This design comes from an exercise in tuning for small area and a short achievable clock period on the open sky130 flow, not from production work.
Function was checked by simulation only, so behaviour that the tests miss may differ from the original.
No activity file was given, so power comes from the tool's default toggle rates.

**flow/config.mk**
```make
export PLATFORM = sky130hd
export DESIGN_NAME = beam_topk_sort
export DESIGN_NICKNAME = beam_topk_sort
export VERILOG_FILES = /design/flow/design.v
export SDC_FILE = /design/flow/constraint.sdc
export NUM_CORES = 4
export LEC_CHECK = 0
export ABC_AREA = 1
export CAP_MARGIN = 20
export CORE_MARGIN = 2
export CORE_UTILIZATION = 40
export SLEW_MARGIN = 20
```
**flow/constraint.sdc**
```tcl
create_clock -name core_clock -period 4.0 [get_ports {i_clk}]
set_input_delay 0.8000 -clock core_clock [delete_from_list [all_inputs] [get_ports {i_clk}]]
set_output_delay 0.8000 -clock core_clock [all_outputs]
set_load 0.01 [all_outputs]
```
**flow/design.v**
```verilog
module beam_topk_sort #(
    parameter int NBEAM_IN = 64,
    parameter int BEAM     = 16,
    parameter int PWR_W    = 32
) (
    input  logic                        i_clk,
    input  logic                        i_reset_n,
    input  logic                        i_pwr_vld,
    input  logic                        i_pwr_sop,
    input  logic [PWR_W-1:0]            i_pwr_data,
    output logic [BEAM-1:0][7:0]        o_beam_idx,
    output logic [BEAM-1:0][PWR_W-1:0]  o_beam_pwr,
    output logic                        o_rbg_load,
    output logic                        o_busy,
    output logic                        o_err_sop
);
    localparam int IW = 6;                        
    localparam logic [IW-1:0] CNT_LAST_C = IW'(NBEAM_IN - 1);
    logic            collect_r;      
    logic            flush_r;        
    logic [IW-1:0]   cnt_r;          
    logic            rbg_load_r;
    logic            err_sop_r;
    logic start_s, beam_s, take_s;
    assign start_s = i_pwr_vld &  i_pwr_sop;
    assign beam_s  = i_pwr_vld & ~i_pwr_sop;
    assign take_s  = beam_s & collect_r;          
    always_ff @(posedge i_clk) begin
        if (!i_reset_n) begin
            collect_r  <= 1'b0;
            flush_r    <= 1'b0;
            cnt_r      <= '0;
            rbg_load_r <= 1'b0;
            err_sop_r  <= 1'b0;
        end else begin
            rbg_load_r <= flush_r;
            err_sop_r  <= (start_s & collect_r) | (beam_s & ~collect_r);
            if (start_s) begin
                collect_r <= 1'b1;
                flush_r   <= 1'b0;
                cnt_r     <= IW'(1);
            end else if (take_s) begin
                cnt_r     <= cnt_r + IW'(1);
                if (cnt_r == CNT_LAST_C) begin
                    collect_r <= 1'b0;
                    flush_r   <= 1'b1;
                end else begin
                    flush_r   <= 1'b0;
                end
            end else begin
                flush_r   <= 1'b0;
            end
        end
    end
    logic [PWR_W-1:0] smp_pwr_r;
    logic [IW-1:0]    smp_idx_r;
    logic             smp_ins_r;     
    always_ff @(posedge i_clk) begin
        if (start_s | take_s) begin
            smp_pwr_r <= i_pwr_data;
            smp_idx_r <= start_s ? '0 : cnt_r;
        end
    end
    always_ff @(posedge i_clk) begin
        if (!i_reset_n) smp_ins_r <= 1'b0;
        else            smp_ins_r <= start_s | take_s;
    end
    logic [BEAM-1:0][PWR_W-1:0] list_pwr_r;
    logic [BEAM-1:0][IW-1:0]    list_idx_r;
    logic [BEAM-1:0]            list_vld_r;
    logic [BEAM-1:0]            ge_s;       
    logic [BEAM-1:0][PWR_W-1:0] ins_pwr_s;
    logic [BEAM-1:0][IW-1:0]    ins_idx_s;
    always_comb begin
        for (int i = 0; i < BEAM; i++)
            ge_s[i] = ~smp_ins_r | (list_vld_r[i] & (list_pwr_r[i] >= smp_pwr_r));
    end
    always_comb begin
        for (int i = 0; i < BEAM; i++) begin
            if (ge_s[i]) begin
                ins_pwr_s[i] = list_pwr_r[i];
                ins_idx_s[i] = list_idx_r[i];
            end else if (i == 0 || ge_s[(i == 0) ? 0 : i-1]) begin
                ins_pwr_s[i] = smp_pwr_r;
                ins_idx_s[i] = smp_idx_r;
            end else begin
                ins_pwr_s[i] = list_pwr_r[(i == 0) ? 0 : i-1];
                ins_idx_s[i] = list_idx_r[(i == 0) ? 0 : i-1];
            end
        end
    end
    always_ff @(posedge i_clk) begin
        list_pwr_r <= ins_pwr_s;
        list_idx_r <= ins_idx_s;
    end
    always_ff @(posedge i_clk) begin
        if (start_s)
            list_vld_r <= '0;
        else if (smp_ins_r)
            list_vld_r <= {list_vld_r[BEAM-2:0], 1'b1};
    end
    logic [BEAM-1:0][IW-1:0]    beam_idx_r;
    logic [BEAM-1:0][PWR_W-1:0] beam_pwr_r;
    always_ff @(posedge i_clk) begin
        if (!i_reset_n) begin
            for (int i = 0; i < BEAM; i++)
                beam_idx_r[i] <= IW'(i);
            beam_pwr_r <= '0;
        end else if (flush_r) begin
            beam_idx_r <= ins_idx_s;
            beam_pwr_r <= ins_pwr_s;
        end
    end
    always_comb begin
        for (int i = 0; i < BEAM; i++)
            o_beam_idx[i] = {{(8-IW){1'b0}}, beam_idx_r[i]};
    end
    assign o_beam_pwr = beam_pwr_r;
    assign o_rbg_load = rbg_load_r;
    assign o_busy     = collect_r;
    assign o_err_sop  = err_sop_r;
endmodule
```
**flow/run.sh**
```bash
#!/bin/bash
# synth_recipe.tcl (not shown) runs the flow's synth.tcl, then flattens the netlist and writes it again
# the make line also repeats each setting of config.mk as NAME=value (left out here)
make -C /OpenROAD-flow-scripts/flow DESIGN_CONFIG=/design/flow/config.mk WORK_HOME=/design/flow/orfs CLKGATE_MAP_FILE= SYNTH_SCRIPT=/design/flow/synth_recipe.tcl finish
```
==> impl_metrics.csv, run 1 <==
group,metric,value,unit
synthesis,syn_inst,10158,
synthesis,synth-seq-area-share,38.3,%
drt,routed-via-count,67017,
place,dp_hpwl,201000,um
clock_network,cts_setup_buffers,0,
drt,viasPerCell,5.17,
place,io_buffers,646,
sta,timing.final.crit_share,89.3,%
sta,finClkSkew,0.0403,ns
clock_network,numCtsBuffers,150,
grt,grt_start_max_net_pins,127,
drt,wl_per_cell,21.2,um
die,boundaryPins,679,
power_and_ir_drop,vdd_drop_max,0.472,mV
setup_path,start_kind,"register",
worst_hold_path,min_path_type,"reg -> reg",
final_layout,area_growth,20.4,%
die,core_area,169000,um^2
power_and_ir_drop,leakage,41.5,nW
clock_network,root_buffer,"clkbuf_16",
grt,grt_use_total,30.7,%
setup_path,required,4.71,ns
drt,drc,0,
sta,worst_pin_slew,1.08,ns
final_layout,final_core_util,48.4,%
final_layout,fillers,17116,
die,die-area,173000,um^2
sta,hold_viol,0,
power_and_ir_drop,power,46.8,mW
final_layout,regArea,26000,um^2
clock_network,cts_tree,"done",
setup_path,critPathCaptureType,"register",
synthesis,yosysWarnings,1,
clock_network,cts_buffer_depth,3,
sta,maxSlewViolCount,0,
sta,layout_min_cycle_time,3.57,ns
place,place_congestion,0.945,
drt,drtPass1Iterations,8,
synthesis,synth_cell_types,31,
setup_path,path_max_fanout,37,
sta,slew_headroom,28.2,%
clock_network,ctsHoldBuffers,0,
power_and_ir_drop,power_density,573,nW/um^2
clock_network,cts_sinks,1281,
die,rows,151,
drt,antenna_left,0,
synthesis,synth_flop_cell,"dfxtp_1",
clock_network,post_cts_resized,0,
sta,setup_viol,0,
setup_path,worstSetupPathType,"reg -> reg",
die,initial_core_util,40.2,%
outcome,status,"complete, no violations",
synthesis,yosys-top-cells-area,"dfxtp_1 (37%), nand2_1 (16%), nand3_1 (12%), ha_1 (9.5%), nor2_1 (7.4%)",
synthesis,ys_async_sr_fraction,0,%
synthesis,synth_top_area_share,36.7,%
final_layout,nNetsFinal,11169,
synthesis,netlist_area,67900,um^2
sta,rsz0062_at_grt,"no",
clock_network,clkSlewWorstSetupHoldPaths,0.06,ns
grt,grt_pass1_vias,62953,
grt,overflow,0,
clock_network,insertion_delay,0.80,ns
synthesis,yosysTopAreaCell,"dfxtp_1",
synthesis,syn_area_per_cell,6.68,um^2
synthesis,synth-seq-cells,1281,
final_layout,multi_input_area,34200,um^2
sta,fin_tns_setup,0,ns
die,die_y,416,um
setup_path,arrival,4.28,ns
sta,max_freq,280,MHz
die,dieWidth,416,um
clock_network,htreeDepth,4,
flow_run,maxCapViolCount,0,
final_layout,drive_gt1_share,5.34,%
grt,antenna_found_initial,14,
grt,grt_first_pass_wirelength,403000,um
drt,drtIter0Drc,6523,
synthesis,synth_edf_count,38,
drt,routed_wl,275000,um
-- area by class of cell --
class                      count  share of cell area, %
sequential                  1281                   31.9
clock buffer                 204                   5.21
multi-input combinational   7039                   41.9
timing repair buffer         853                   10.5
antenna                        9                 0.0276
inverter                    1295                   5.96
tap                         2218                   3.40
clock inverter                67                   1.13
-- per-layer routing --
metal / global-route usage [%] / vias to the layer above / share of wire, %
met2: 50.2 / 2610 / 46
met5: 0 / - / 0.011
met4: 20.6 / 4 / 7.4
li1: - / 32718 / -
met3: 4.21 / 687 / 6.4
met1: 37.7 / 30998 / 40
-- state kept, by name, summed over array words and instances (netlist names) --
name and flops:
beam_idx_r 96, beam_pwr_r 512, cnt_r 6, collect_r 1, err_sop_r 1, flush_r 1, list_idx_r 96, list_pwr_r 512
list_vld_r 16, rbg_load_r 1, smp_idx_r 6, smp_ins_r 1, smp_pwr_r 32
-- through the flow --
stage	hold slack, ns	std cells	setup slack (ns)	area, um^2
final	0.449	12966	0.427	81700
after global routing	0.468	12964	0.123	81700
after CTS	0.452	12957	0.425	81700
after detailed placement	0.440	12686	0.449	76500
after global placement	0.432	12686	0.469	76500
after floorplan	0.422	10189	1.10	68000
-- cell usage after synthesis (2+ instances only) --
cell	instances
nand2_1	2885
nand3_1	1680
nor2_1	1335
inv_1	1277
dfxtp_1	1243
ha_1	513
clkbuf_1	271
a21oi_1	263
buf_2	137
o21ai_0	85
buf_4	72
buf_1	56
nand4_1	44
buf_6	38
edfxtp_1	38
and2_1	33
o21ai_1	33
o21a_1	30
or2_2	28
a21o_1	16
inv_2	16
nand2_2	16
a211oi_2	13
o21bai_1	13
nand3_2	10
nor3_1	5
a211oi_1	2
clkinv_1	2
nor4_1	2
-- critical path, cell delays in order, from the launching register on --
cell	delay (ns)
edfxtp_1	0.46
inv_2	0.41
buf_4	0.40
ha_1	0.19
nand2_1	0.04
nor2_1	0.12
nand4_1	0.13
nor2_1	0.12
nor2_1	0.05
nand2_1	0.06
nand2_1	0.04
nand2_1	0.10
nand2_2	0.25
inv_2	0.66
nand2_1	0.14
nand3_1	0.17
nand2_1	0.07
inv_1	0.05
-- path summary, 6_finish.rpt --
check                               startpoint        endpoint  slack, ns  cells past startpoint
worst max-delay path              smp_pwr_r[4]  beam_pwr_r[74]       0.43                     17
worst min-delay path            list_vld_r[14]  list_vld_r[14]       0.45                      2
worst max register to register    smp_pwr_r[4]  beam_pwr_r[74]       0.43                     17
worst min register to register  list_vld_r[14]  list_vld_r[14]       0.45                      2
-- report_power, final --
| group | switching, mW | internal, mW | total, mW |
|---|---|---|---|
| Sequential | 3.02 | 15.9 | 18.9 |
| Combinational | 8.45 | 4.79 | 13.2 |
| Clock | 5.85 | 8.77 | 14.6 |
| Total | 17.3 | 29.5 | 46.8 |
-- logic make-up (layout without fill, tap and decap cells) --
logic type      count (synthesis)  after routing  synth area share, %
fa+ha+maj                     513            513                 9.46
compound gates                456            456                 3.74
simple gates                 6038           6038                 37.0
buf+inv                      1869           2419                 11.4
other cells                     1             41              0.00553
flops                        1281           1281                 38.3
-- layout by cell type (no fill, tap or decap), types with 30 or more instances in the layout --
cell type / count
and2_1: 33
clkbuf_16: 152
nand3_1: 1680
a21oi_1: 262
o21a_1: 30
nand4_1: 44
nand2_1: 2883
clkdlybuf4s50_1: 646
buf_4: 162
dfxtp_1: 1241
ha_1: 513
inv_1: 1245
conb_1: 32
buf_12: 45
edfxtp_1: 38
o21ai_0: 85
o21ai_1: 33
nor2_1: 1335
inv_2: 47
==> run 2, diff against run 1 <==
--- a/flow/config.mk
+++ b/flow/config.mk
@@ -5,7 +5,6 @@
 export SDC_FILE = /design/flow/constraint.sdc
 export NUM_CORES = 4
 export LEC_CHECK = 0
-export ABC_AREA = 1
 export CAP_MARGIN = 20
 export CORE_MARGIN = 2
 export CORE_UTILIZATION = 40
==> run 2 against run 1 <==
  * Still clean on timing, DRC and antenna
  * Cell count down 24%
  * Clock-buffer cell count up 17
  * Worst setup slack worse by 0.40 ns
  * Largest cell class unchanged
  * Largest power group unchanged
==> impl_metrics.csv, run 2 <==
group,metric,value,unit
setup_path,required,4.64,ns
die,die-area,159000,um^2
setup_path,path_max_fanout,32,
final_layout,area_growth,23.2,%
die,core_area,156000,um^2
synthesis,yosysTopAreaCell,"dfxtp_1",
clock_network,htreeDepth,4,
drt,drtPass1Iterations,9,
drt,drc,0,
grt,grt_use_total,34.4,%
die,die_y,399,um
synthesis,synth_cell_types,77,
clock_network,root_buffer,"clkbuf_16",
final_layout,mostFrequentLayoutCell,"dfxtp_1",
synthesis,synth.most_common_cell,"dfxtp_1",
sta,fin_tns_setup,0,ns
final_layout,nNetsFinal,8275,
sta,layout_min_cycle_time,3.98,ns
die,initial_core_util,40.1,%
grt,grt_start_max_net_pins,219,
power_and_ir_drop,leakage,29.0,nW
sta,maxSlewViolCount,0,
synthesis,synth-seq-area-share,41.7,%
clock_network,cts_sinks,1281,
flow_run,maxCapViolCount,0,
setup_path,reg2reg_depth,12,
drt,drtIter0Drc,8456,
synthesis,syn_area_per_cell,8.60,um^2
setup_path,crit_family,"buffers and inverters",
worst_hold_path,min_path_type,"in -> reg",
setup_path,cp_num_buf_inv,4,
place,dp_hpwl,201000,um
final_layout,fillers,14608,
synthesis,synth_commonest_cells,"dfxtp_1 (1243), nor2_1 (1095), a21oi_1 (1011)",
worst_hold_path,whs_path_depth,3,
sta,hold_viol,0,
final_layout,drive_gt1_share,8.39,%
synthesis,synth_flop_cell,"dfxtp_1",
clock_network,cts_tree,"done",
power_and_ir_drop,power,44.1,mW
place,io_buffers,646,
setup_path,critPathSlowestCell,"or4b_1",
synthesis,yosys-top-cells-area,"dfxtp_1 (40%), ha_1 (10%), a21oi_1 (8.1%), nand3_1 (7.4%), nor2_1 (6.6%)",
power_and_ir_drop,vdd_drop_max,0.440,mV
sta,worst_pin_slew,1.36,ns
clock_network,cts_buffer_depth,3,
grt,grt_first_pass_wirelength,399000,um
final_layout,reg_top3,"beam_pwr_r: 512 flops, list_pwr_r: 512 flops",
setup_path,worstSetupPathType,"reg -> reg",
drt,viasPerCell,6.20,
die,boundaryPins,679,
place,pre_cts_ws,0.102,ns
place,place_congestion,0.942,
outcome,status,"complete, no violations",
synthesis,syn_inst,7263,
setup_path,start_kind,"register",
setup_path,cpPeakStageDelay,0.51,ns
drt,routed_wl,287000,um
setup_path,critPathCaptureType,"register",
drt,antenna_left,0,
sta,rsz0062_at_grt,"no",
clock_network,numCtsBuffers,148,
sta,timing.final.crit_share,99.4,%
die,rows,145,
setup_path,arrival,4.62,ns
synthesis,synth-seq-cells,1281,
clock_network,clkSlewWorstSetupHoldPaths,0.06,ns
synthesis,synth_edf_count,38,
sta,max_freq,251,MHz
sta,slew_headroom,9.57,%
sta,finClkSkew,0.0388,ns
sta,layout_setup_ws,0.0234,ns
synthesis,netlist_area,62500,um^2
clock_network,insertion_delay,0.79,ns
synthesis,synth_top_area_share,39.8,%
drt,routed-via-count,61525,
grt,grt_pass1_vias,54563,
synthesis,ys_async_sr_fraction,0,%
drt,wl_per_cell,28.9,um
setup_path,crit_chain,"clkinv_2 > buf_4 > ha_1 > nand4_1 > or4b_1 > a31oi_1 > o22ai_4 > buf_12 > buf_12 > mux2_2 > nor2_1 > nor2_1",
die,dieWidth,399,um
grt,overflow,0,
synthesis,yosysWarnings,1,
setup_path,path_depth,12,
grt,antenna_found_initial,24,
sta,setup_viol,0,
final_layout,final_cell_mix,"dfxtp_1 (1241), nor2_1 (1094), a21oi_1 (1009)",
power_and_ir_drop,power_density,573,nW/um^2
final_layout,final_core_util,49.4,%
run 2: where the power goes:
part           switching (mW)  internal, mW  leakage [nW]
combinational            6.47          4.34          16.0
clock                    5.83          8.22          2.45
sequential               3.73          15.5          10.6
run 2: layout make-up:
class	count	area, um^2	area share, %
well taps	2058	2570	3.35
clock buffers	221	4450	5.78
repair buffers	932	9610	12.5
diodes	17	42.5	0.0553
flip-flops and latches	1281	26000	33.8
multi-input cells	5295	33500	43.5
inverters	68	265	0.345
clock inverters	44	505	0.657
run 2: cell families after synthesis:
logic type / share of synthesized area [%]
and+or+nand+nor: 17.4
DFF: 41.7
AOI/OAI and AO/OA: 19.8
muxes: 5.54
xor gates and xnor gates: 0.0701
adders and majority gates: 10.3
buffers and inverters: 5.24
other: 0.00600
run 2: final timing paths:
path	startpoint	end	slack (ns)
worst min register to register	beam_pwr_r[501]	beam_pwr_r[501]	0.48
worst max-delay path	smp_pwr_r[5]	beam_pwr_r[12]	0.02
worst max register to register	smp_pwr_r[5]	beam_pwr_r[12]	0.02
worst min-delay path	i_reset_n	beam_idx_r[89]	0.46
run 2: worst min-delay path: cells and delay by family:
| kind | cells | cell delay (ns) |
|---|---|---|
| AOI/OAI and AO/OA | 1 | 0.07 |
| buffers and inverters | 1 | 0.20 |
| and+or+nand+nor | 1 | 0.11 |
run 2: through the flow:
step                hold slack, ns  instance area, um^2  instances
floorplan                    0.442                62600       7294
detailed placement           0.454                71900       9628
global placement             0.451                71900       9628
CTS                          0.400                76800       9893
finish                       0.457                76900       9916
global route                 0.443                76900       9899
run 2: repair_timing:
action	4_1_cts	5_1_grt
hold buffers	0	0
buffers inserted	0	5
setup endpoints to repair	0	110
gates resized for setup	0	2
run 2: routing by layer:
layer	vias up	track usage [%]	part of all wire [%]
met4	14	18.1	5.7
met3	607	6.88	11
met5	-	0	0.037
met1	29641	48.2	42
li1	27570	-	-
met2	3693	49.5	42
==> run 3, diff against run 2 <==
--- a/flow/config.mk
+++ b/flow/config.mk
@@ -7,5 +7,6 @@
 export LEC_CHECK = 0
 export CAP_MARGIN = 20
 export CORE_MARGIN = 2
-export CORE_UTILIZATION = 40
+export CORE_UTILIZATION = 60
+export SETUP_SLACK_MARGIN = 1.5
 export SLEW_MARGIN = 20
==> run 3 against run 2 <==
  * The run now fails in 5_1_grt
  * Area after synthesis did not move
  * Synthesized cell count did not move
==> impl_metrics.csv, run 3 <==
group,metric,value,unit
place,dpl.cell_count,8886,
synthesis,synth.area.mux_share,5.54,%
synthesis,netlist_area,62500,um^2
clock_network,cts_sinks,1281,
place,dp_hpwl,179000,um
synthesis,synth-simple-area-share,17.4,%
place,place_congestion,0.963,
synthesis,syn_inst,7263,
outcome,error_line,"[ERROR GRT-0232] Routing congestion too high. Check the congestion heatmap in the GUI.",
synthesis,synth.most_common_cell,"dfxtp_1",
clock_network,htreeDepth,4,
synthesis,synth_cell_types,77,
synthesis,synth-seq-area-share,41.7,%
clock_network,ctsHoldBuffers,0,
synthesis,yosys-top-cells-area,"dfxtp_1 (40%), ha_1 (10%), a21oi_1 (8.1%), nand3_1 (7.4%), nor2_1 (6.6%)",
synthesis,yosysTopAreaCell,"dfxtp_1",
synthesis,synth_flop_cell,"dfxtp_1",
outcome,stop_stage,"5_1_grt",
synthesis,ys_async_sr_fraction,0,%
synthesis,syn_area_per_cell,8.60,um^2
die,die_y,327,um
die,rows,118,
synthesis,synth-seq-cells,1281,
synthesis,synth_top_family_by_area,"compound AO/OA/AOI/OAI gates",
synthesis,synth_edf_count,38,
sta,crit_endpoint,"beam_pwr_r[213]$_SDFFE_PN0P_/D",
synthesis,synthAdderAreaFrac,10.3,%
die,boundaryPins,679,
synthesis,synth_compound_area_share,19.8,%
outcome,status,"aborted with a tool error",
clock_network,numCtsBuffers,140,
die,initial_core_util,60.4,%
clock_network,root_buffer,"clkbuf_16",
synthesis,synth_top_area_share,39.8,%
clock_network,cts_buffer_depth,3,
grt,overflow,34,
place,io_buffers,646,
place,place_area,70800,um^2
grt,grt_use_total,75.9,%
synthesis,synth_commonest_cells,"dfxtp_1 (1243), nor2_1 (1095), a21oi_1 (1011)",
die,dieWidth,327,um
sta,endpoint_type,"register data pin",
grt,grt_start_max_net_pins,193,
synthesis,yosysWarnings,1,
synthesis,synth_xor_area_share,0.0701,%
run 3: power groups by stage:
stage / registers (mW) / clock network, mW / logic (mW)
2_1_floorplan: 17.6 / 0 / 8.05
4_1_cts: 19.5 / 13.4 / 15.0
3_3_place_gp: 19.2 / 0 / 10.1
3_5_place_dp: 19.2 / 0 / 10.6
run 3: kinds of logic after synthesis:
group | count (synthesis)
adders and majority gates | 513
and+or+nand+nor | 2439
DFF | 1281
buffers and inverters | 719
AOI/OAI and AO/OA | 1967
other | 1
muxes | 338
xor gates and xnor gates | 5
run 3: how the worst max path moves through the flow:
stage                       from               to  slack [ns]  cells past startpoint
detailed placement  smp_pwr_r[9]  beam_pwr_r[452]        0.26                     12
floorplan           smp_pwr_r[0]  list_pwr_r[384]        1.11                     11
global placement    smp_pwr_r[9]  beam_pwr_r[452]        0.37                     12
CTS                 smp_pwr_r[0]   beam_idx_r[81]        0.85                     12
run 3: timing repair:
| item | CTS |
|---|---|
| pin swaps | 285 |
| endpoints found under the setup margin | 1548 |
| cloned | 207 |
| buffers inserted | 402 |
| resized for setup | 1916 |
run 3: stage by stage:
step                      power, mW  setup WS (ns)
after floorplan                25.7           1.11
after global placement         29.3          0.374
after detailed placement       29.8          0.257
after CTS                      47.9          0.851
run 3: routing by layer:
metal	GRT overflow	GRT usage, %
met4	21	74.9
met1	0	76.9
met5	0	35.1
met3	1	62.0
met2	12	90.0

## re-timing with driven ports
The flow's constraints put no driver on any port. The routed layouts listed below were extracted and timed again, unchanged, in two steps.
Step 1: set_driving_cell puts a clkbuf_16 on i_clk and a buf_2 on each other input, an assumption about the parent block.
Step 2 also shifts input and output timing later by t, the mid clock arrival at the registers, as if the neighbouring blocks saw the same clock.
Slacks: no drivers / after step 1 / after step 2; pairs: no drivers / after step 1.
| run | t, ns | setup slack, ns | worst setup path after step 2 | worst register clock-pin slew, ns |
|---|---|---|---|---|
| run 1 | 0.861 | 0.427 / 0.427 / 0.427 | register to register | 0.06 / 0.06 |
| run 2 | 0.864 | 0.023 / 0.023 / 0.023 | register to register | 0.07 / 0.07 |
After both steps setup and hold are still met in every run listed.
